From an optimization exercise on the open Yosys and OpenROAD flow, aimed at small area, a short achievable clock period and few clock cycles per item; shortcuts taken in it are not production practice.
At most, simulation tests tie the RTL to the original design; equivalence was not proved.
The RTL of runs 3 and 4 was laid out without a check of its function.
Power and IR drop assume default switching activity.

==> flow/design.v <==
package lmps_pkg;
  localparam int COLUMNS_DEF  = 8;
  localparam int CHANNELS_DEF = 15;
  localparam int PIXELS_DEF   = 5;
  localparam int OP_W       = 2;
  localparam int COORD_W    = 3;
  localparam int BYTE_W     = 8;
  localparam int DRIVE_W    = 15;
  localparam int IN_DATA_W  = 32;
  localparam int OUT_DATA_W = 24;
  localparam logic [3:0] TICK_LAST = 4'd15;
  localparam logic [OP_W-1:0] OP_TICK  = 2'd0;
  localparam logic [OP_W-1:0] OP_WRITE = 2'd1;
  localparam logic [OP_W-1:0] OP_CLEAR = 2'd2;
  localparam logic [OP_W-1:0] OP_NOP   = 2'd3;
  localparam logic [1:0] ACT_NONE  = 2'd0;
  localparam logic [1:0] ACT_SHIFT = 2'd1;
  localparam logic [1:0] ACT_RESET = 2'd2;
endpackage
module lmps_ram #(
  parameter int COLUMNS = 8,
  parameter int PIXELS  = 5,
  parameter int PW      = 15
) (
  input  logic                       clk,
  input  logic                       rst,
  input  logic                       we,
  input  logic [2:0]                 wcol,
  input  logic [2:0]                 wpix,
  input  logic [PW-1:0]              wdata,
  input  logic                       clr,
  input  logic [COLUMNS-1:0]         rsel,
  output logic [PIXELS*PW-1:0]       rdata,
  output logic [PIXELS-1:0]          rvalid
);
  logic [PW-1:0]     mem [COLUMNS][PIXELS];
  logic [PIXELS-1:0] vld [COLUMNS];
  always_ff @(posedge clk) begin
    for (int c = 0; c < COLUMNS; c++) begin
      for (int p = 0; p < PIXELS; p++) begin
        if (we && wcol == 3'(c) && wpix == 3'(p)) begin
          mem[c][p] <= wdata;
        end
      end
    end
  end
  always_ff @(posedge clk) begin
    for (int c = 0; c < COLUMNS; c++) begin
      for (int p = 0; p < PIXELS; p++) begin
        if (rst || clr) begin
          vld[c][p] <= 1'b0;
        end else if (we && wcol == 3'(c) && wpix == 3'(p)) begin
          vld[c][p] <= 1'b1;
        end
      end
    end
  end
  always_comb begin
    rdata  = '0;
    rvalid = '0;
    for (int c = 0; c < COLUMNS; c++) begin
      for (int p = 0; p < PIXELS; p++) begin
        rdata[p*PW +: PW] = rdata[p*PW +: PW] | (mem[c][p] & {PW{rsel[c]}});
      end
      rvalid = rvalid | (vld[c] & {PIXELS{rsel[c]}});
    end
  end
endmodule
module lmps_enc (
  input  logic [7:0] s,
  output logic [4:0] code
);
  logic lo;
  logic hi;
  assign lo   = (s[7:4] == 4'd0);
  assign hi   = (s[7:4] == 4'd1) && (s[3:0] <= 4'd13);
  assign code = hi ? {1'b1, s[3:0] + 4'd1} :
                lo ? {1'b0, s[3:0]} : 5'd0;
endmodule
module lmps_seq (
  input  logic [4:0] code,
  input  logic [3:0] t,
  output logic       on_hold,
  output logic       on_tick
);
  logic [3:0] w;
  logic       lt;
  logic       eq;
  assign w  = code[3:0];
  assign eq = (t == w);
  assign lt = (!t[3] && w[3]) || ((t[3] == w[3]) &&
              ((!t[2] && w[2]) || ((t[2] == w[2]) &&
              ((!t[1] && w[1]) || ((t[1] == w[1]) &&
              (!t[0] && w[0]))))));
  assign on_tick = code[4] ^ lt;
  assign on_hold = code[4] ^ (lt || eq);
endmodule
module led_matrix_pwm_scanner #(
  parameter int COLUMNS  = lmps_pkg::COLUMNS_DEF,
  parameter int CHANNELS = lmps_pkg::CHANNELS_DEF
) (
  input  logic                              clk,
  input  logic                              rst,
  input  logic                              s_tvalid,
  output logic                              s_tready,
  input  logic [lmps_pkg::IN_DATA_W-1:0]    s_tdata,
  input  logic [lmps_pkg::OP_W-1:0]         s_tuser,
  output logic                              m_tvalid,
  input  logic                              m_tready,
  output logic [lmps_pkg::OUT_DATA_W-1:0]   m_tdata
);
  localparam int PIXELS = lmps_pkg::PIXELS_DEF;
  localparam int PW     = 15;
  localparam int RW     = lmps_pkg::DRIVE_W + 2;
  logic              in_rdy;
  logic              cmd_v;
  logic [1:0]        cmd_op;
  logic [2:0]        cmd_col;
  logic [2:0]        cmd_row;
  logic [PW-1:0]     cmd_pix;
  logic [PW-1:0]     in_pix;
  logic [3:0]        tick_pos;
  logic [COLUMNS-1:0] col_oh;
  logic [PIXELS*PW-1:0] snap;
  logic [PIXELS-1:0] snap_vld;
  logic [RW-1:0]     out_d;
  logic              rdy_int;
  logic              sk_v;
  logic [1:0]        sk_act;
  logic              exec;
  logic              is_tick;
  logic              reload;
  logic              do_write;
  logic              do_clear;
  logic [PIXELS*PW-1:0] col_data;
  logic [PIXELS-1:0] col_vld;
  logic [CHANNELS-1:0] drive;
  logic [1:0]        action;
  logic              cmd_v_nx;
  logic              sk_v_nx;
  assign s_tready = in_rdy;
  assign m_tdata  = {7'b0000000, out_d};
  assign rdy_int  = !(cmd_v && sk_v);
  assign exec     = cmd_v && !sk_v;
  assign is_tick  = exec && (cmd_op == lmps_pkg::OP_TICK);
  assign reload   = is_tick && (tick_pos == lmps_pkg::TICK_LAST);
  assign do_write = exec && (cmd_op == lmps_pkg::OP_WRITE);
  assign do_clear = exec && (cmd_op == lmps_pkg::OP_CLEAR);
  lmps_enc u_enc_b (.s(s_tdata[21:14]), .code(in_pix[4:0]));
  lmps_enc u_enc_r (.s(s_tdata[13:6]),  .code(in_pix[9:5]));
  lmps_enc u_enc_g (.s(s_tdata[29:22]), .code(in_pix[14:10]));
  lmps_ram #(
    .COLUMNS (COLUMNS),
    .PIXELS  (PIXELS),
    .PW      (PW)
  ) u_frame (
    .clk    (clk),
    .rst    (rst),
    .we     (do_write),
    .wcol   (cmd_col),
    .wpix   (cmd_row),
    .wdata  (cmd_pix),
    .clr    (do_clear),
    .rsel   (col_oh),
    .rdata  (col_data),
    .rvalid (col_vld)
  );
  for (genvar k = 0; k < CHANNELS; k++) begin : g_drive
    logic [4:0] fc;
    logic       on_hold;
    logic       on_tick;
    assign fc = col_data[5*k +: 5];
    lmps_seq u_cmp (
      .code    (snap[5*k +: 5]),
      .t       (tick_pos),
      .on_hold (on_hold),
      .on_tick (on_tick)
    );
    assign drive[k] = reload  ? (col_vld[k/3] && !fc[4] && (fc[3:0] != 4'd0)) :
                      is_tick ? (snap_vld[k/3] && on_tick)
                              : (snap_vld[k/3] && on_hold);
  end
  assign action = !reload   ? lmps_pkg::ACT_NONE :
                  col_oh[COLUMNS-1] ? lmps_pkg::ACT_RESET : lmps_pkg::ACT_SHIFT;
  assign cmd_v_nx = rdy_int ? s_tvalid : (cmd_v && !exec);
  assign sk_v_nx  = (!m_tvalid || m_tready) ? 1'b0 : (sk_v || exec);
  always_ff @(posedge clk) begin
    if (rst) begin
      cmd_v  <= 1'b0;
      in_rdy <= 1'b1;
    end else begin
      cmd_v  <= cmd_v_nx;
      in_rdy <= !(cmd_v_nx && sk_v_nx);
    end
  end
  always_ff @(posedge clk) begin
    if (rdy_int) begin
      cmd_op  <= s_tuser;
      cmd_col <= s_tdata[2:0];
      cmd_row <= s_tdata[5:3];
      cmd_pix <= in_pix;
    end
  end
  always_ff @(posedge clk) begin
    if (rst) begin
      tick_pos <= '0;
      col_oh   <= COLUMNS'(1);
      snap_vld <= '0;
    end else if (is_tick) begin
      tick_pos <= reload ? 4'd1 : tick_pos + 4'd1;
      if (reload) begin
        col_oh   <= {col_oh[COLUMNS-2:0], col_oh[COLUMNS-1]};
        snap_vld <= col_vld;
      end
    end
  end
  always_ff @(posedge clk) begin
    if (reload) begin
      snap <= col_data;
    end
  end
  always_ff @(posedge clk) begin
    if (rst) begin
      m_tvalid <= 1'b0;
      sk_v     <= 1'b0;
    end else begin
      m_tvalid <= (m_tvalid && !m_tready) || sk_v || exec;
      sk_v     <= sk_v_nx;
    end
  end
  always_ff @(posedge clk) begin
    if (rst) begin
      out_d <= '0;
    end else if (!m_tvalid || m_tready) begin
      out_d <= {sk_v ? sk_act : action, drive};
    end
    if (exec) begin
      sk_act <= action;
    end
  end
endmodule
==> flow/run.sh <==
#!/bin/bash
# synth_recipe.tcl (not shown) runs the flow's synth.tcl, then flattens the netlist and writes it again
# the make line also repeats each setting of config.mk as NAME=value (left out here)
make -C /OpenROAD-flow-scripts/flow DESIGN_CONFIG=/design/flow/config.mk WORK_HOME=/design/flow/orfs CLKGATE_MAP_FILE= SYNTH_SCRIPT=/design/flow/synth_recipe.tcl finish
==> flow/config.mk <==
export PLATFORM = sky130hd
export DESIGN_NAME = led_matrix_pwm_scanner
export DESIGN_NICKNAME = led_matrix_pwm_scanner
export VERILOG_FILES = /design/flow/design.v
export SDC_FILE = /design/flow/constraint.sdc
export NUM_CORES = 4
export LEC_CHECK = 0
export CAP_MARGIN = 20
export CORE_MARGIN = 2
export CORE_UTILIZATION = 40
export CTS_CLUSTER_DIAMETER = 100
export CTS_CLUSTER_SIZE = 30
export SETUP_SLACK_MARGIN = 4.75
export SLEW_MARGIN = 20
export TNS_END_PERCENT = 0
==> flow/constraint.sdc <==
create_clock -name core_clock -period 7.0 [get_ports {clk}]
set_input_delay 1.4000 -clock core_clock [delete_from_list [all_inputs] [get_ports {clk}]]
set_output_delay 1.4000 -clock core_clock [all_outputs]
set_load 0.01 [all_outputs]
==> results of run 1 <==
## area by class of cell
type,count,area [sq um]
Timing Repair Buffer,137,1240
Tap cell,959,1200
Sequential cell,778,22600
Multi-Input combinational cell,881,6260
Clock inverter,4,62.6
Inverter,22,103
Fill cell,6218,40300
Clock buffer,51,872
## sequential cells by signal, summed over array words and instances (netlist names), 3 cells and up
| name | cells |
|---|---|
| col_oh | 8 |
| u_frame.mem | 600 |
| u_frame.vld | 40 |
| cmd_pix | 15 |
| cmd_col | 3 |
| snap_vld | 5 |
| cmd_row | 3 |
| out_d | 17 |
| tick_pos | 4 |
| snap | 75 |
## what timing repair did
item,CTS,global route
setup endpoints to repair,779,739
pin swaps,1,1
gates cloned,1,0
gates resized for setup,123,11
buffers inserted,14,1
## cells by family (layout without fill, tap and decap cells)
logic type / after synthesis / after routing / share of synthesized area (%)
AND/OR/NAND/NOR: 307 / 308 / 5.57
flip-flops: 778 / 778 / 77.2
XOR/XNOR: 4 / 4 / 0.120
other: 1 / 7 / 0.0128
AO/OA/AOI/OAI: 492 / 492 / 12.4
adder cells (fa/ha/maj): 70 / 70 / 3.00
buffers and inverters: 120 / 214 / 1.70
## synth_stat cells, types with 2 or more instances
master,instances
nand3b_1,7
o21a_1,46
and4_1,5
and2_1,5
buf_4,8
nand2_1,38
buf_2,8
a211o_1,2
ha_1,70
a22oi_1,320
buf_1,4
dfxtp_1,78
a22o_1,3
o21ai_1,4
a21o_1,12
xor2_1,3
a211oi_1,2
a311oi_1,14
o21ai_0,30
o41ai_1,15
clkbuf_1,77
nand3_1,15
nor4_1,6
nor2_1,89
a21boi_0,6
a211oi_2,3
inv_1,21
a21oi_1,23
nor3_1,32
nand4bb_1,3
edfxtp_1,700
nand2b_1,2
o21bai_1,6
o31a_1,3
nand4_1,94
nor2b_1,4
## stage by stage
stage / hold slack [ps] / std cells / worst slack [ps]
after floorplan: 441 / 1778 / 4630
after global placement: 447 / 2761 / 3320
after detailed placement: 454 / 2761 / 3250
after CTS: 480 / 2831 / 4450
after global routing: 494 / 2832 / 4400
final: 481 / 2832 / 4470
## layer usage
metal / global-route usage, % / vias to the layer above / share of wire (%)
li1: - / 7355 / -
met1: 25.1 / 8620 / 42
met2: 33.9 / 558 / 50
met3: 2.52 / 76 / 6.6
met4: 3.43 / 0 / 1.4
met5: 0 / - / 0
## path summary, 6_finish.rpt
kind,to,cells after the start,start,slack [ps]
worst min-delay path,u_frame.vld[4][0],1,u_frame.vld[4][0],480
worst min register to register,u_frame.vld[4][0],1,u_frame.vld[4][0],480
worst max-delay path,m_tdata[9],1,out_d[9],4470
worst max register to register,u_frame.mem[18][2],5,cmd_v,4560
## power breakdown
part           leakage (nW)  total [mW]  internal (mW)  switching, mW
sequential             7.93        5.03           5.02         0.0109
combinational          2.53       0.128         0.0404         0.0880
clock                 0.448        2.23          0.907           1.32
total                  10.9        7.39           5.97           1.42
==> impl_metrics.env, run 1 <==
export IMPL_status="complete, no violations"
export IMPL_max_freq_mhz=395
export IMPL_crit_path_max_fanout=2
export IMPL_drt_vias_per_instance=5.86
export IMPL_total_power_mw=7.39
export IMPL_clock_sinks=778
export IMPL_ys_ff_latch=778
export IMPL_drc=0
export IMPL_core_rowCount=99
export IMPL_crit_family="flip-flops"
export IMPL_cts_hold_buffers=0
export IMPL_async_flop_share_pct=0
export IMPL_final_area_sq_um=32400
export IMPL_grt_max_degree=51
export IMPL_fp_dieW_microns=274
export IMPL_relSlewSlack_pct=31.9
export IMPL_syn_area_per_cell_sq_um=16.5
export IMPL_fin_crit_sh_pct=36.2
export IMPL_power_leakage_nw=10.9
export IMPL_path_cells="buf_6"
export IMPL_yosysWarnings=4
export IMPL_period_minus_slack_ps=2530
export IMPL_start_kind="flip-flop"
export IMPL_path_buf_inv=1
export IMPL_grt_pass1_vias=16400
export IMPL_drv_cap=0
export IMPL_wirelength_mm=72.8
export IMPL_cp_data_arrival_time_ps=1130
export IMPL_io_buffers=54
export IMPL_drive_above_1_share_pct=10.0
export IMPL_grt_pass1_wl_mm=105
export IMPL_drt_pre_antenna_iters=5
export IMPL_worstSetupEndpointType="primary output"
export IMPL_core_sq_um=72700
export IMPL_wl_per_cell_microns=25.7
export IMPL_cp_required_ps=5600
export IMPL_fin_skew_ps=13.1
export IMPL_gr_total_overflow=0
export IMPL_cts_max_path_buffers=3
export IMPL_nets=1958
export IMPL_rsz0062_at_grt="true"
export IMPL_h_tree_depth=1
export IMPL_syn_area_sq_um=29200
export IMPL_antenna_found_initial=1
export IMPL_place_hpwl_mm=38.9
export IMPL_finalHoldViolCount=0
export IMPL_first_iter_violations=1625
export IMPL_ir_drop_mv=0.176
export IMPL_worst_hold_path_type="reg -> reg"
export IMPL_tns_ps=0
export IMPL_slew_violations=0
export IMPL_yosysTopAreaCell="edfxtp_1"
export IMPL_critPathSlowestCell="dfxtp_4"
export IMPL_synth_cell_types=50
export IMPL_placed_cell_area_sq_um=31200
export IMPL_cp_slowest_stage_delay_ps=390
export IMPL_ant_nets=0
export IMPL_p_per_area_nw_per_um2=228
export IMPL_cts_root_buf="clkbuf_16"
export IMPL_clkLatencyLatePin_ps=620
export IMPL_synthCells=1772
export IMPL_die_h_microns=274
export IMPL_area_growth_pct=10.7
export IMPL_final_core_util_pct=44.5
export IMPL_vias=16600
export IMPL_final_cell_mix="700 x edfxtp_1, 320 x a22oi_1, 94 x nand4_1"
export IMPL_ys_seq_area_share_pct=77.2
export IMPL_io_pins=64
export IMPL_start_util_pct=40.2
export IMPL_cts_buffers=30
export IMPL_mostFrequentLayoutCell="edfxtp_1"
export IMPL_n_antenna_cell=0
export IMPL_synthFlopType="edfxtp_1"
export IMPL_synth_edff_count=700
export IMPL_worstMarginPinSlew_ps=1020
export IMPL_routabilityCongestion=0.790
export IMPL_cts_tree="done"
export IMPL_track_usage_pct=19.0
export IMPL_worstSetupPathType="reg -> out"
export IMPL_clk_pin_slew_ps=110
export IMPL_final_setup_viol_count=0
export IMPL_die_area_sq_um=75300
export IMPL_yosys_top_cells_area="edfxtp_1 72%, a22oi_1 8.2%, dfxtp_1 5.3%"
export IMPL_synth_top_area_share_pct=71.9
Testbench counts, summed over its fixed seeds: cycles 12,016, items 12,000.
==> run 2, diff against run 1 <==
--- a/flow/config.mk
+++ b/flow/config.mk
@@ -7,7 +7,7 @@
 export LEC_CHECK = 0
 export CAP_MARGIN = 20
 export CORE_MARGIN = 2
-export CORE_UTILIZATION = 40
+export CORE_UTILIZATION = 45
 export CTS_CLUSTER_DIAMETER = 100
 export CTS_CLUSTER_SIZE = 30
 export SETUP_SLACK_MARGIN = 4.75
==> run 2 against run 1 <==
  * Still clean
  * Sequential share of layout area increased by 0.48 points
  * Critical path depth unchanged
  * Design area decreased by 0.71%
  * Global-route usage increased by 2.6 points
  * Register-to-register slack about the same
==> impl_metrics.env, run 2 <==
export IMPL_status="complete, no violations"
export IMPL_cts_max_path_buffers=3
export IMPL_period_minus_slack_ps=2550
export IMPL_max_freq_mhz=392
export IMPL_wirelength_mm=74.2
export IMPL_ys_ff_latch=778
export IMPL_nFillCells=5325
export IMPL_drt_vias_per_instance=6.13
export IMPL_hold_ws_ps=479
export IMPL_grt_max_degree=54
export IMPL_final_area_sq_um=32200
export IMPL_placed_cell_area_sq_um=31000
export IMPL_final_setup_viol_count=0
export IMPL_ys_seq_area_share_pct=77.2
export IMPL_drv_cap=0
export IMPL_antenna_found_initial=3
export IMPL_syn_area_sq_um=29200
export IMPL_clock_sinks=778
export IMPL_clkLatencyLatePin_ps=640
export IMPL_io_pins=64
export IMPL_core_rowCount=93
export IMPL_fin_crit_sh_pct=36.5
export IMPL_synth_edff_count=700
export IMPL_die_h_microns=259
export IMPL_synth_top_area_share_pct=71.9
export IMPL_cts_tree="done"
export IMPL_relSlewSlack_pct=31.1
export IMPL_worst_hold_path_type="reg -> reg"
export IMPL_crit_family="flip-flops"
export IMPL_synth_cell_types=50
export IMPL_cp_slowest_stage_delay_ps=390
export IMPL_worstSetupPathType="reg -> out"
export IMPL_drt_pre_antenna_iters=5
export IMPL_crit_path_max_fanout=2
export IMPL_finalHoldViolCount=0
export IMPL_wl_per_cell_microns=27.2
export IMPL_yosysTopAreaCell="edfxtp_1"
export IMPL_worstSetupEndpointType="primary output"
export IMPL_gr_total_overflow=0
export IMPL_cp_depth=1
export IMPL_first_iter_violations=1695
export IMPL_h_tree_depth=1
export IMPL_yosys_top_cells_area="edfxtp_1 72%, a22oi_1 8.2%, dfxtp_1 5.3%"
export IMPL_n_antenna_cell=0
export IMPL_regMostFlops="u_frame.mem"
export IMPL_cts_buffers=30
export IMPL_core_sq_um=64300
export IMPL_drive_above_1_share_pct=9.94
export IMPL_clk_pin_slew_ps=110
export IMPL_die_area_sq_um=67000
export IMPL_grt_pass1_wl_mm=107
export IMPL_start_util_pct=45.4
export IMPL_track_usage_pct=21.6
export IMPL_fp_dieW_microns=259
export IMPL_path_cells="buf_6"
export IMPL_place_hpwl_mm=39.6
export IMPL_tns_ps=0
export IMPL_rsz0062_at_grt="true"
export IMPL_nets=1955
export IMPL_drc=0
export IMPL_area_growth_pct=9.95
export IMPL_p_per_area_nw_per_um2=230
export IMPL_mostFrequentLayoutCell="edfxtp_1"
export IMPL_async_flop_share_pct=0
export IMPL_worstMarginPinSlew_ps=1030
export IMPL_synthCells=1772
export IMPL_io_buffers=54
export IMPL_fin_skew_ps=32.1
export IMPL_ir_drop_mv=0.182
export IMPL_start_kind="flip-flop"
export IMPL_slew_violations=0
export IMPL_routabilityCongestion=0.767
export IMPL_ant_nets=0
export IMPL_power_leakage_nw=10.9
export IMPL_final_cell_mix="700 x edfxtp_1, 320 x a22oi_1, 94 x nand4_1"
export IMPL_vias=16700
export IMPL_cp_data_arrival_time_ps=1150
export IMPL_grt_pass1_vias=16300
export IMPL_yosysWarnings=4
export IMPL_critPathSlowestCell="dfxtp_4"
export IMPL_cts_hold_buffers=0
export IMPL_synthFlopType="edfxtp_1"
export IMPL_cts_root_buf="clkbuf_16"
export IMPL_cp_required_ps=5600
export IMPL_worstRegToRegCells=6
export IMPL_min_path_cells=1
export IMPL_path_buf_inv=1
export IMPL_reg_largest_list="u_frame.mem x600, snap x75, u_frame.vld x40"
export IMPL_total_power_mw=7.38
export IMPL_synth_most_common_cell="edfxtp_1"
export IMPL_syn_area_per_cell_sq_um=16.5
export IMPL_largest_register_ffs=600
export IMPL_synthTopCellsByCount="700 x edfxtp_1, 320 x a22oi_1, 94 x nand4_1"
-- run 2: cell counts after synthesis --
Identical to the previous run, type by type.
-- run 2: report_power, final --
part           leakage [nW]  internal, mW  switching, mW  total [mW]
logic                  2.49        0.0401         0.0847       0.125
clock network         0.439         0.889           1.33        2.22
registers              7.93          5.02         0.0139        5.04
total                  10.9          5.95           1.43        7.38
-- run 2: final cells by class --
class                   count  area [sq um]  share of cell area (%)
inverters                  22          87.6                   0.272
well taps                 855          1070                    3.33
flip-flops and latches    778         22600                    70.4
multi-input cells         880          6250                    19.4
repair buffers            135          1190                    3.70
clock buffers              52           855                    2.66
clock inverters             4          61.3                   0.191
-- run 2: stage by stage --
step | util, % | setup WS [ps] | cells
final | 50.0 | 4450 | 2726
after global routing | 50.0 | 4420 | 2726
after CTS | 49.8 | 4420 | 2722
after detailed placement | 48.2 | 3800 | 2659
after global placement | 48.2 | 3810 | 2659
after floorplan | - | 4630 | 1778
-- run 2: timing repair --
| item | 4_1_cts | 5_1_grt |
|---|---|---|
| buffers inserted | 7 | 4 |
| setup endpoints to repair | 733 | 734 |
| gates resized for setup | 115 | 10 |
-- run 2: layer usage --
metal	share of wire (%)	GRT usage (%)	up-vias
met5	0	0	-
met4	2.7	5.97	0
met3	7.2	2.49	109
met2	50	37.8	656
met1	41	28.7	8613
li1	-	-	7345
-- run 2: final timing paths --
check | from | to | slack (ps)
max reg2reg | col_oh[7] | out_d[8] | 4570
min reg2reg | u_frame.vld[7][4] | u_frame.vld[7][4] | 480
min | u_frame.vld[7][4] | u_frame.vld[7][4] | 480
max | out_d[14] | m_tdata[14] | 4450
-- run 2: logic make-up (layout without fill, tap and decap cells) --
family / Yosys count / after routing / synth area share [%]
DFF: 778 / 778 / 77.2
and+or+nand+nor: 307 / 307 / 5.57
buffers and inverters: 120 / 213 / 1.70
other: 1 / 7 / 0.0128
adders and majority gates: 70 / 70 / 3.00
AOI/OAI and AO/OA: 492 / 492 / 12.4
xor gates and xnor gates: 4 / 4 / 0.120
==> run 3, diff against run 2 <==
--- a/flow/design.v
+++ b/flow/design.v
@@ -114,17 +114,13 @@
   localparam int RW     = lmps_pkg::DRIVE_W + 2;
   logic              in_rdy;
   logic              cmd_v;
-  logic [1:0]        cmd_op;
-  logic [2:0]        cmd_col;
-  logic [2:0]        cmd_row;
-  logic [PW-1:0]     cmd_pix;
+  logic              cmd_tick;
   logic [PW-1:0]     in_pix;
   logic [3:0]        tick_pos;
   logic [COLUMNS-1:0] col_oh;
   logic [PIXELS*PW-1:0] snap;
   logic [PIXELS-1:0] snap_vld;
   logic [RW-1:0]     out_d;
-  logic              rdy_int;
   logic              sk_v;
   logic [1:0]        sk_act;
   logic              exec;
@@ -140,12 +136,11 @@
   logic              sk_v_nx;
   assign s_tready = in_rdy;
   assign m_tdata  = {7'b0000000, out_d};
-  assign rdy_int  = !(cmd_v && sk_v);
   assign exec     = cmd_v && !sk_v;
-  assign is_tick  = exec && (cmd_op == lmps_pkg::OP_TICK);
+  assign is_tick  = exec && cmd_tick;
   assign reload   = is_tick && (tick_pos == lmps_pkg::TICK_LAST);
-  assign do_write = exec && (cmd_op == lmps_pkg::OP_WRITE);
-  assign do_clear = exec && (cmd_op == lmps_pkg::OP_CLEAR);
+  assign do_write = s_tvalid && in_rdy && (s_tuser == lmps_pkg::OP_WRITE);
+  assign do_clear = s_tvalid && in_rdy && (s_tuser == lmps_pkg::OP_CLEAR);
   lmps_enc u_enc_b (.s(s_tdata[21:14]), .code(in_pix[4:0]));
   lmps_enc u_enc_r (.s(s_tdata[13:6]),  .code(in_pix[9:5]));
   lmps_enc u_enc_g (.s(s_tdata[29:22]), .code(in_pix[14:10]));
@@ -157,9 +152,9 @@
     .clk    (clk),
     .rst    (rst),
     .we     (do_write),
-    .wcol   (cmd_col),
-    .wpix   (cmd_row),
-    .wdata  (cmd_pix),
+    .wcol   (s_tdata[2:0]),
+    .wpix   (s_tdata[5:3]),
+    .wdata  (in_pix),
     .clr    (do_clear),
     .rsel   (col_oh),
     .rdata  (col_data),
@@ -182,7 +177,7 @@
   end
   assign action = !reload   ? lmps_pkg::ACT_NONE :
                   col_oh[COLUMNS-1] ? lmps_pkg::ACT_RESET : lmps_pkg::ACT_SHIFT;
-  assign cmd_v_nx = rdy_int ? s_tvalid : (cmd_v && !exec);
+  assign cmd_v_nx = in_rdy ? s_tvalid : (cmd_v && !exec);
   assign sk_v_nx  = (!m_tvalid || m_tready) ? 1'b0 : (sk_v || exec);
   always_ff @(posedge clk) begin
     if (rst) begin
@@ -194,11 +189,8 @@
     end
   end
   always_ff @(posedge clk) begin
-    if (rdy_int) begin
-      cmd_op  <= s_tuser;
-      cmd_col <= s_tdata[2:0];
-      cmd_row <= s_tdata[5:3];
-      cmd_pix <= in_pix;
+    if (in_rdy) begin
+      cmd_tick <= (s_tuser == lmps_pkg::OP_TICK);
     end
   end
   always_ff @(posedge clk) begin
@@ -229,9 +221,7 @@
     end
   end
   always_ff @(posedge clk) begin
-    if (rst) begin
-      out_d <= '0;
-    end else if (!m_tvalid || m_tready) begin
+    if (!m_tvalid || m_tready) begin
       out_d <= {sk_v ? sk_act : action, drive};
     end
     if (exec) begin
--- a/flow/config.mk
+++ b/flow/config.mk
@@ -7,9 +7,9 @@
 export LEC_CHECK = 0
 export CAP_MARGIN = 20
 export CORE_MARGIN = 2
-export CORE_UTILIZATION = 45
+export CORE_UTILIZATION = 40
 export CTS_CLUSTER_DIAMETER = 100
 export CTS_CLUSTER_SIZE = 30
-export SETUP_SLACK_MARGIN = 4.75
+export SETUP_SLACK_MARGIN = 4.5
 export SLEW_MARGIN = 20
 export TNS_END_PERCENT = 0
==> run 3 against run 2 <==
  * First-iteration DRC count increased by 23%
  * Largest cell class unchanged
  * Clock-buffer cell count decreased by 2
  * Sequential power decreased by 3%
  * Critical path depth increased by 7
  * Critical path type is now in -> reg
==> impl_metrics.env, run 3 <==
export IMPL_die_h_microns=272
export IMPL_async_flop_share_pct=0
export IMPL_io_pins=64
export IMPL_track_usage_pct=21.4
export IMPL_drc=0
export IMPL_vias=17500
export IMPL_fp_dieW_microns=272
export IMPL_start_kind="input port"
export IMPL_routabilityCongestion=0.786
export IMPL_core_sq_um=71400
export IMPL_relSlewSlack_pct=48.8
export IMPL_place_hpwl_mm=39.4
export IMPL_final_cell_mix="695 x edfxtp_1, 320 x a22oi_1, 82 x nand4_1"
export IMPL_gr_total_overflow=0
export IMPL_worstSetupEndpointType="flip-flop"
export IMPL_period_minus_slack_ps=2650
export IMPL_path_cells="clkbuf_4 -> inv_1 -> ha_1 -> o311ai_4 -> buf_4 -> o21bai_1 -> a21o_1 -> buf_12"
export IMPL_antenna_found_initial=3
export IMPL_io_buffers=54
export IMPL_grt_pass1_wl_mm=116
export IMPL_fin_crit_sh_pct=37.9
export IMPL_cts_buffers=29
export IMPL_reg_largest_list="u_frame.mem x600, snap x75, u_frame.vld x40"
export IMPL_slew_violations=0
export IMPL_wirelength_mm=83.0
export IMPL_rr_startpoint="tick_pos[2]"
export IMPL_rsz0062_at_grt="true"
export IMPL_ys_ff_latch=756
export IMPL_synth_xor_area_share_pct=0.152
export IMPL_worstMarginPinSlew_ps=769
export IMPL_crit_path_max_fanout=40
export IMPL_clkLatencyLatePin_ps=640
export IMPL_synth_cell_types=44
export IMPL_synth_top_area_share_pct=72.6
export IMPL_wl_per_cell_microns=28.9
export IMPL_multi_input_area_sq_um=6920
export IMPL_core_rowCount=98
export IMPL_regArea_sq_um=22100
export IMPL_synth_top_family_by_area="compound AO/OA/AOI/OAI gates"
export IMPL_cp_slowest_stage_delay_ps=340
export IMPL_drt_pre_antenna_iters=5
export IMPL_ir_drop_mv=0.186
export IMPL_synthTopCellsByCount="695 x edfxtp_1, 320 x a22oi_1, 82 x nand4_1"
export IMPL_synth_compound_area_share_pct=11.5
export IMPL_ys_seq_area_share_pct=76.8
export IMPL_min_from="u_frame.vld[1][0]"
export IMPL_cts_tree="done"
export IMPL_synthAdderAreaFrac_pct=3.05
export IMPL_cp_required_ps=7360
export IMPL_regMostFlops="u_frame.mem"
export IMPL_synthFlopType="edfxtp_1"
export IMPL_synth_edff_count=695
export IMPL_drive_above_1_share_pct=17.2
export IMPL_drt_vias_per_instance=6.11
export IMPL_start_util_pct=40.3
export IMPL_synth_mux_area_share_pct=0
export IMPL_die_area_sq_um=74000
export IMPL_status="complete, no violations"
export IMPL_cp_data_arrival_time_ps=3020
export IMPL_final_setup_viol_count=0
export IMPL_tns_ps=0
export IMPL_clock_sinks=756
export IMPL_mostFrequentLayoutCell="edfxtp_1"
export IMPL_cts_max_path_buffers=3
export IMPL_finalHoldViolCount=0
export IMPL_hold_ws_ps=478
export IMPL_syn_area_per_cell_sq_um=16.6
export IMPL_yosys_top_cells_area="edfxtp_1 73%, a22oi_1 8.4%, dfxtp_1 4.2%"
export IMPL_drv_cap=0
export IMPL_worstSetupPathType="in -> reg"
export IMPL_fin_skew_ps=28.9
export IMPL_power_leakage_nw=11.9
export IMPL_syn_area_sq_um=28700
export IMPL_largest_register_ffs=600
export IMPL_h_tree_depth=1
export IMPL_nFillCells=6000
export IMPL_nets=2003
export IMPL_synthSimpleGateAreaFrac_pct=6.29
export IMPL_cts_root_buf="clkbuf_16"
export IMPL_area_growth_pct=17.1
export IMPL_yosysTopAreaCell="edfxtp_1"
export IMPL_p_per_area_nw_per_um2=215
export IMPL_grt_pass1_vias=17000
export IMPL_clk_pin_slew_ps=110
export IMPL_synth_most_common_cell="edfxtp_1"
export IMPL_yosysWarnings=4
export IMPL_critPathSlowestCell="o311ai_4"
export IMPL_worst_hold_path_type="reg -> reg"
export IMPL_first_iter_violations=2093
export IMPL_ant_nets=0
export IMPL_startpoint="s_tdata[23]"
export IMPL_grt_max_degree=83
export IMPL_max_freq_mhz=377
export IMPL_cts_hold_buffers=0
export IMPL_synthCells=1727
-- run 3: logic make-up after synthesis --
group / Yosys count
DFF: 756
AOI/OAI and AO/OA: 459
and+or+nand+nor: 324
buffers and inverters: 112
adders and majority gates: 70
xor gates and xnor gates: 5
other: 1
-- run 3: final timing paths --
kind	to	slack, ps	cells past startpoint
hold reg to reg	u_frame.vld[1][0]	480	1
setup / recovery	u_frame.mem[8][12]	4350	8
setup reg to reg	out_d[13]	4390	7
hold / removal	u_frame.vld[1][0]	480	1
-- run 3: area by class of cell --
cell class,count,share of cell area [%]
multi-input combinational,880,20.6
timing repair inverter,3,0.0780
inverter,15,0.372
timing repair buffer,210,7.25
clock inverter,2,0.115
clock buffer,50,2.39
tap,950,3.53
sequential,756,65.7
antenna,2,0.0149
-- run 3: worst max-delay path: cells and delay by family --
kind                       cells  cell delay, ps
buffers and inverters          4             740
AOI/OAI and AO/OA              3             610
adders and majority gates      1             220
-- run 3: timing repair --
item,4_1_cts,5_1_grt
setup buffers,102,6
setup endpoints to repair,1334,1212
pin swaps,57,13
cloned,15,11
gates resized for setup,195,57
-- run 3: metrics by stage --
step           power, mW  cells  worst slack (ps)  instance area (sq um)  util (%)
6_report            7.22   2868              4350                  33700      47.2
3_5_place_dp        5.14   2680              2430                  30600      42.9
2_1_floorplan       5.06   1733              4040                  29000         -
3_3_place_gp        5.13   2678              2520                  30600      42.8
4_1_cts             7.23   2849              4340                  33300      46.6
5_1_grt             7.39   2866              4320                  33700      47.2
-- run 3: metal layers --
metal	GRT usage [%]	share of wire (%)	vias up
li1	-	-	7441
met1	30.7	41	9033
met2	34.5	46	922
met3	3.51	10	117
met4	4.92	2.2	2
met5	0	0.016	-
-- run 3: power by group --
group          switching, mW  internal [mW]  leakage, nW  total (mW)
combinational          0.145         0.0695         3.35       0.214
sequential           0.00231           4.89         8.10        4.89
clock                   1.32          0.803        0.398        2.12
==> run 4, diff against run 3 <==
--- a/flow/config.mk
+++ b/flow/config.mk
@@ -7,7 +7,7 @@
 export LEC_CHECK = 0
 export CAP_MARGIN = 20
 export CORE_MARGIN = 2
-export CORE_UTILIZATION = 40
+export CORE_UTILIZATION = 65
 export CTS_CLUSTER_DIAMETER = 100
 export CTS_CLUSTER_SIZE = 30
 export SETUP_SLACK_MARGIN = 4.5
==> run 4 against run 3 <==
  * Largest power group unchanged
  * Worst hold slack barely moved
  * Critical path type unchanged
  * Clock skew up 3.0 ps
  * Die area fell by 38%
==> impl_metrics.env, run 4 <==
export IMPL_yosysTopAreaCell="edfxtp_1"
export IMPL_critPathSlowestCell="clkdlybuf4s50_1"
export IMPL_p_sw_share_pct=20.1
export IMPL_clockPowerShare_pct=29.3
export IMPL_power_net_switching_mw=1.45
export IMPL_wl_per_cell_microns=31.9
export IMPL_grt_max_degree=57
export IMPL_die_h_microns=214
export IMPL_synth_cell_types=44
export IMPL_cts_root_buf="clkbuf_16"
export IMPL_drt_vias_per_instance=7.12
export IMPL_h_tree_depth=1
export IMPL_track_usage_pct=34.3
export IMPL_io_buffers=54
export IMPL_syn_area_sq_um=28700
export IMPL_first_iter_violations=2490
export IMPL_drc=0
export IMPL_cts_buffers=29
export IMPL_seqPwrFrac_pct=67.9
export IMPL_mostFrequentLayoutCell="edfxtp_1"
export IMPL_cp_slowest_stage_delay_ps=630
export IMPL_vias=17800
export IMPL_synthCells=1727
export IMPL_max_freq_mhz=368
export IMPL_finalHoldViolCount=0
export IMPL_cts_hold_buffers=0
export IMPL_worstSetupEndpointType="flip-flop"
export IMPL_area_growth_pct=15.2
export IMPL_path_cells="clkdlybuf4s50_1 -> or3_4 -> nor2_2 -> buf_8"
export IMPL_clkLatencyLatePin_ps=640
export IMPL_syn_area_per_cell_sq_um=16.6
export IMPL_yosysWarnings=4
export IMPL_core_rowCount=77
export IMPL_regArea_sq_um=22100
export IMPL_relSlewSlack_pct=27.8
export IMPL_ys_ff_latch=756
export IMPL_status="complete, no violations"
export IMPL_synth_top_family_by_area="compound AO/OA/AOI/OAI gates"
export IMPL_drv_cap=0
export IMPL_cp_data_arrival_time_ps=3030
export IMPL_power_leakage_nw=11.8
export IMPL_synth_compound_area_share_pct=11.5
export IMPL_crit_path_max_fanout=16
export IMPL_die_area_sq_um=45900
export IMPL_largest_register_ffs=600
export IMPL_fin_skew_ps=32.0
export IMPL_worstSetupPathType="in -> reg"
export IMPL_rsz0062_at_grt="true"
export IMPL_fin_crit_sh_pct=38.8
export IMPL_gr_total_overflow=0
export IMPL_cp_required_ps=7310
export IMPL_synthTopCellsByCount="695 x edfxtp_1, 320 x a22oi_1, 82 x nand4_1"
export IMPL_place_hpwl_mm=37.7
export IMPL_synth_xor_area_share_pct=0.152
export IMPL_worstMarginPinSlew_ps=1080
export IMPL_drt_pre_antenna_iters=6
export IMPL_grt_pass1_vias=17200
export IMPL_synth_top_area_share_pct=72.6
export IMPL_pwr_share_comb_pct=2.9
export IMPL_synth_most_common_cell="edfxtp_1"
export IMPL_preCtsSetupSlack_ps=2450
export IMPL_synth_mux_area_share_pct=0
export IMPL_multi_input_area_sq_um=7000
export IMPL_period_minus_slack_ps=2720
export IMPL_worst_hold_path_type="reg -> reg"
export IMPL_io_pins=64
export IMPL_fp_dieW_microns=214
export IMPL_core_sq_um=43900
export IMPL_nets=1997
export IMPL_start_util_pct=65.4
export IMPL_grt_pass1_wl_mm=114
export IMPL_ir_drop_mv=0.213
export IMPL_timing_final_ws_setup_ps=4280
export IMPL_ys_seq_area_share_pct=76.8
export IMPL_routabilityCongestion=0.793
export IMPL_clock_sinks=756
export IMPL_synthSimpleGateAreaFrac_pct=6.29
export IMPL_synthAdderAreaFrac_pct=3.05
export IMPL_p_per_area_nw_per_um2=218
export IMPL_intPower_mw=5.76
export IMPL_cts_tree="done"
export IMPL_wirelength_mm=79.8
export IMPL_synthFlopType="edfxtp_1"
export IMPL_reg_largest_list="u_frame.mem x600, snap x75, u_frame.vld x40"
export IMPL_regMostFlops="u_frame.mem"
export IMPL_async_flop_share_pct=0
export IMPL_clk_pin_slew_ps=110
export IMPL_nFillCells=2627
export IMPL_tns_ps=0
export IMPL_start_kind="input port"
export IMPL_ant_nets=0
export IMPL_cts_max_path_buffers=3
export IMPL_yosys_top_cells_area="edfxtp_1 73%, a22oi_1 8.4%, dfxtp_1 4.2%"
export IMPL_drive_above_1_share_pct=17.2
export IMPL_final_cell_mix="695 x edfxtp_1, 320 x a22oi_1, 86 x buf_4"
export IMPL_synth_edff_count=695
export IMPL_slew_violations=0
export IMPL_antenna_found_initial=1
export IMPL_final_setup_viol_count=0
-- run 4: cell count changes in the layout (fill, tap and decap cells not counted), sizes merged, moves of 3 or more --
cell           change
buf                -6
dlymetal6s2s       -4
a21o               +3
clkdlybuf4s15      +3
clkdlybuf4s50      +3
-- run 4: worst max-delay path: cells and delay by family --
family / cells / cell delay (ps)
buffers and inverters: 2 / 890
AND/OR/NAND/NOR: 2 / 720
-- run 4: cell families after synthesis --
logic type,after synthesis
xor+xnor,5
other cells,1
simple gates,324
compound gates,459
fa+ha+maj,70
buf+inv,112
flops,756
-- run 4: power by group through the flow --
| stage | clock network (mW) | logic (mW) | registers, mW |
|---|---|---|---|
| global placement | 0 | 0.138 | 4.99 |
| detailed placement | 0 | 0.143 | 4.99 |
| finish | 2.11 | 0.207 | 4.89 |
| global route | 2.25 | 0.212 | 4.89 |
| floorplan | 0 | 0.0633 | 5.00 |
| CTS | 2.11 | 0.192 | 4.89 |
-- run 4: repair_timing --
| action | 4_1_cts | 5_1_grt |
|---|---|---|
| gates resized for setup | 214 | 32 |
| gates cloned | 20 | 3 |
| buffers inserted | 101 | 10 |
| setup endpoints to repair | 1360 | 1225 |
| pin swaps | 62 | 9 |
-- run 4: per-layer routing --
layer | track usage (%) | vias up | part of all wire, %
met5 | 0 | - | 0
met3 | 6.16 | 174 | 12
met1 | 50.0 | 9063 | 38
met2 | 53.6 | 1193 | 46
li1 | - | 7413 | -
met4 | 10.9 | 0 | 3.4
-- run 4: path summary, 6_finish.rpt --
path	from	cells past startpoint	endpoint	slack, ps
worst max-delay path	s_tdata[3]	4	u_frame.mem[25][9]	4280
worst min-delay path	u_frame.vld[3][4]	1	u_frame.vld[3][4]	480
worst max register to register	col_oh[4]	5	out_d[13]	4360
worst min register to register	u_frame.vld[3][4]	1	u_frame.vld[3][4]	480
-- run 4: final cells by class --
| type | count | share of cell area [%] |
|---|---|---|
| repair buffers | 202 | 6.74 |
| clock inverters | 2 | 0.117 |
| inverters | 15 | 0.412 |
| clock buffers | 52 | 2.45 |
| well taps | 592 | 2.24 |
| repair inverters | 3 | 0.0794 |
| flip-flops and latches | 756 | 66.8 |
| multi-input cells | 882 | 21.1 |
| diodes | 1 | 0.00756 |
-- run 4: stage by stage --
stage	std cells	utilization [%]	total power, mW	area (sq um)	hold slack, ps
floorplan	1733	-	5.06	29000	441
global placement	2315	68.4	5.13	30100	447
detailed placement	2316	68.5	5.14	30100	454
CTS	2491	74.9	7.19	32900	480
global route	2504	75.4	7.35	33100	491
finish	2505	75.4	7.21	33100	478

-- port drivers added, routing unchanged --
The results above use ideal ports. As a check the final layouts listed here were re-extracted and re-timed, cells and wires unchanged.
Step 1, drivers: a clkbuf_16 drives clk and a buf_2 each remaining input, both assumed.
Step 2 adds t to the input delays and takes it off the output delays; t is the mean of the earliest and latest rising clock arrival at the registers after step 1. Input paths then give back, and output paths get back, about the clock's delay inside the block.
Three values: no drivers, after step 1, after step 2; two values: the first two.
| run | shift t [ns] | setup WS [ns] | hold WS [ns] | worst setup path at the end | cell pins on the clock port's net |
|---|---|---|---|---|---|
| run 1 | 0.678 | 4.467 / 4.407 / 3.926 | 0.481 / 0.481 / 0.481 | input to register | 1 |
| run 2 | 0.681 | 4.447 / 4.388 / 3.941 | 0.479 / 0.479 / 0.479 | input to register | 1 |
| run 3 | 0.685 | 4.345 / 4.298 / 3.695 | 0.478 / 0.478 / 0.478 | input to register | 1 |
| run 4 | 0.688 | 4.281 / 4.309 / 3.631 | 0.478 / 0.478 / 0.478 | input to register | 1 |
After both steps setup and hold are still met in every run listed.
